What follows belongs to an exercise in optimizing a design on an open flow for small area, a short achievable clock period and few clock cycles per item; a production flow would make more cautious choices. Only simulation tests tie the RTL to the original design; equivalence was not proved.

## adc_calibrate_deadzone_detect
module adc_calibrate_deadzone_detect #(
  parameter int SAMPLE_BITS = adcd_pkg::SAMPLE_BITS
) (
  input  logic                           clk_i,
  input  logic                           rst_ni,
  input  logic                           cfg_we_i,
  input  logic [adcd_pkg::CFG_IDX_W-1:0] cfg_idx_i,
  input  logic [SAMPLE_BITS-1:0]         cfg_data_i,
  input  logic                           in_valid_i,
  output logic                           in_stall_o,
  input  logic [SAMPLE_BITS-1:0]         sample_ch0_i,
  input  logic [SAMPLE_BITS-1:0]         sample_ch1_i,
  input  logic [SAMPLE_BITS-1:0]         sample_ch2_i,
  input  logic [SAMPLE_BITS-1:0]         sample_ch3_i,
  output logic                           out_valid_o,
  input  logic                           out_stall_i,
  output logic [SAMPLE_BITS-1:0]         scaled_ch0_o,
  output logic [SAMPLE_BITS-1:0]         scaled_ch1_o,
  output logic [SAMPLE_BITS-1:0]         scaled_ch2_o,
  output logic [SAMPLE_BITS-1:0]         scaled_ch3_o,
  output logic                           active_o,
  output logic                           neutral_event_o
);
Size in the first run: roughly 6900 cells after synthesis, roughly 120 I/O pins.
clock: 6.0 ns
lec_check: 0
cap_margin: 5
core_margin: 2
core_utilization: 50
cts_buf_list: sky130_fd_sc_hd__clkbuf_8
setup_slack_margin: 2.8
slew_margin: 5
tns_end_percent: 5
standard.sh (not shown) runs the stock make flow with config.mk's settings and CLKGATE_MAP_FILE= SYNTH_SCRIPT=/design/flow/synth_recipe.tcl, a recipe that flattens the netlist after the stock synthesis.
==> flow/flow/run.sh <==
#!/bin/bash
# The standard layout (the standard.sh, every step unchanged), except that
# buffer_ports uses buf_2 for the port buffers instead of the resizer's default
# pick (a delay cell). The make run's full output goes to flow.log here; ORFS
# keeps each step's own log under orfs/logs.
set -euo pipefail
export BUFFER_PORTS_ARGS="-buffer_cell sky130_fd_sc_hd__buf_2"
bash standard.sh > flow.log 2>&1
The first run passed the timing, design-rule and antenna checks.
Testbench counts at the start, summed over its fixed seeds: cycles 5,120, items 4,096.
Rerun with:
--- a/flow/config.mk
+++ b/flow/config.mk
@@ -9,6 +9,7 @@
 export CORE_MARGIN = 2
-export CORE_UTILIZATION = 50
+export CORE_UTILIZATION = 58
 export CTS_BUF_LIST = sky130_fd_sc_hd__clkbuf_8
-export SETUP_SLACK_MARGIN = 2.8
+export PLACE_DENSITY = 0.68
+export SETUP_SLACK_MARGIN = 3.3
 export SLEW_MARGIN = 5
-export TNS_END_PERCENT = 5
+export TNS_END_PERCENT = 10
What happened:
- clock skew decreases by 0.0077 ns
- routed wire length increases by about 4%
- area after synthesis does not change
- design area increases by about 5%
- die area decreases by 14%
- via count increases by about 5%
- synthesized cell count is unchanged
Rerun with:
--- a/flow/config.mk
+++ b/flow/config.mk
@@ -9,7 +9,6 @@
 export CORE_MARGIN = 2
-export CORE_UTILIZATION = 58
+export CORE_UTILIZATION = 50
 export CTS_BUF_LIST = sky130_fd_sc_hd__clkbuf_8
-export PLACE_DENSITY = 0.68
 export SETUP_SLACK_MARGIN = 3.3
 export SLEW_MARGIN = 5
-export TNS_END_PERCENT = 10
+export TNS_END_PERCENT = 30
=> Synthesized cell count is unchanged; global-route usage drops by 3.7 points; worst setup slack is better by 0.025 ns; wire length climbs by a few percent; non-clock buffer count climbs by 191.
Rerun with:
--- a/flow/config.mk
+++ b/flow/config.mk
@@ -11,4 +11,4 @@
 export CTS_BUF_LIST = sky130_fd_sc_hd__clkbuf_8
-export SETUP_SLACK_MARGIN = 3.3
+export SETUP_SLACK_MARGIN = 3.2
 export SLEW_MARGIN = 5
-export TNS_END_PERCENT = 30
+export TNS_END_PERCENT = 5
First-iteration DRC count is lower by 4.6%.
Worst setup slack improved by 0.019 ns.
Global-route usage goes down by 0.96 points.
Hold slack gets better by 0.012 ns.
Final cell count came out lower by 3.1%.
Maximum frequency goes up by 0.60%.
Non-clock buffer count shrinks by 289.
Core utilization goes down by 3.8 points.
Register-to-register slack degrades by 0.05 ns.
Sequential share of layout area went up by 1.6 points.
Rerun with:
--- a/flow/config.mk
+++ b/flow/config.mk
@@ -13,2 +13,2 @@
 export SLEW_MARGIN = 5
-export TNS_END_PERCENT = 5
+export TNS_END_PERCENT = 1
=> The new run finished with timing, DRC and antenna clean; critical path depth is lower by 4; register-to-register slack gets worse by 0.04 ns; first-iteration DRC count is lower by 0.88%; flip-flop and latch count stays the same; cell count is lower by 0.70%; setup slack gets worse by 0.036 ns.

[separate check: timing with driven ports]
The flow's constraints put no driver on any port. The routed layouts listed below were extracted and timed again, unchanged, in two steps.
Step 1 (the two cells are an assumption about what drives the block):
set clk [get_ports {clk_i}]
set_driving_cell -lib_cell sky130_fd_sc_hd__clkbuf_16 $clk
set_driving_cell -lib_cell sky130_fd_sc_hd__buf_2 [delete_from_list [all_inputs] $clk]
Step 2, shift: input delay + t, output delay - t, t = (earliest + latest rising clock arrival at the registers) / 2. This alone moves slack from input paths to output paths.
Slacks: no drivers / after step 1 / after step 2; pairs: no drivers / after step 1.
run	t, ns	setup slack, ns	worst setup path at the end	slew at the worst register clock pin (ns)	cell pins on the clock port's net
the first run	0.986	2.663 / 2.589 / 1.969	input to register	0.07 / 0.07	1
the second run	0.983	2.849 / 2.849 / 2.002	input to register	0.07 / 0.07	1
the third run	0.988	2.874 / 2.799 / 2.242	input to register	0.07 / 0.07	1
the fourth run	0.983	2.893 / 2.827 / 2.100	input to register	0.07 / 0.07	1
the fifth run	0.989	2.857 / 2.816 / 2.071	input to register	0.07 / 0.07	1
After both steps every run listed still meets setup and hold. For the second run, which loses most, drivers alone change the setup slack by 0.000 ns; drivers and shift together by -0.847 ns.
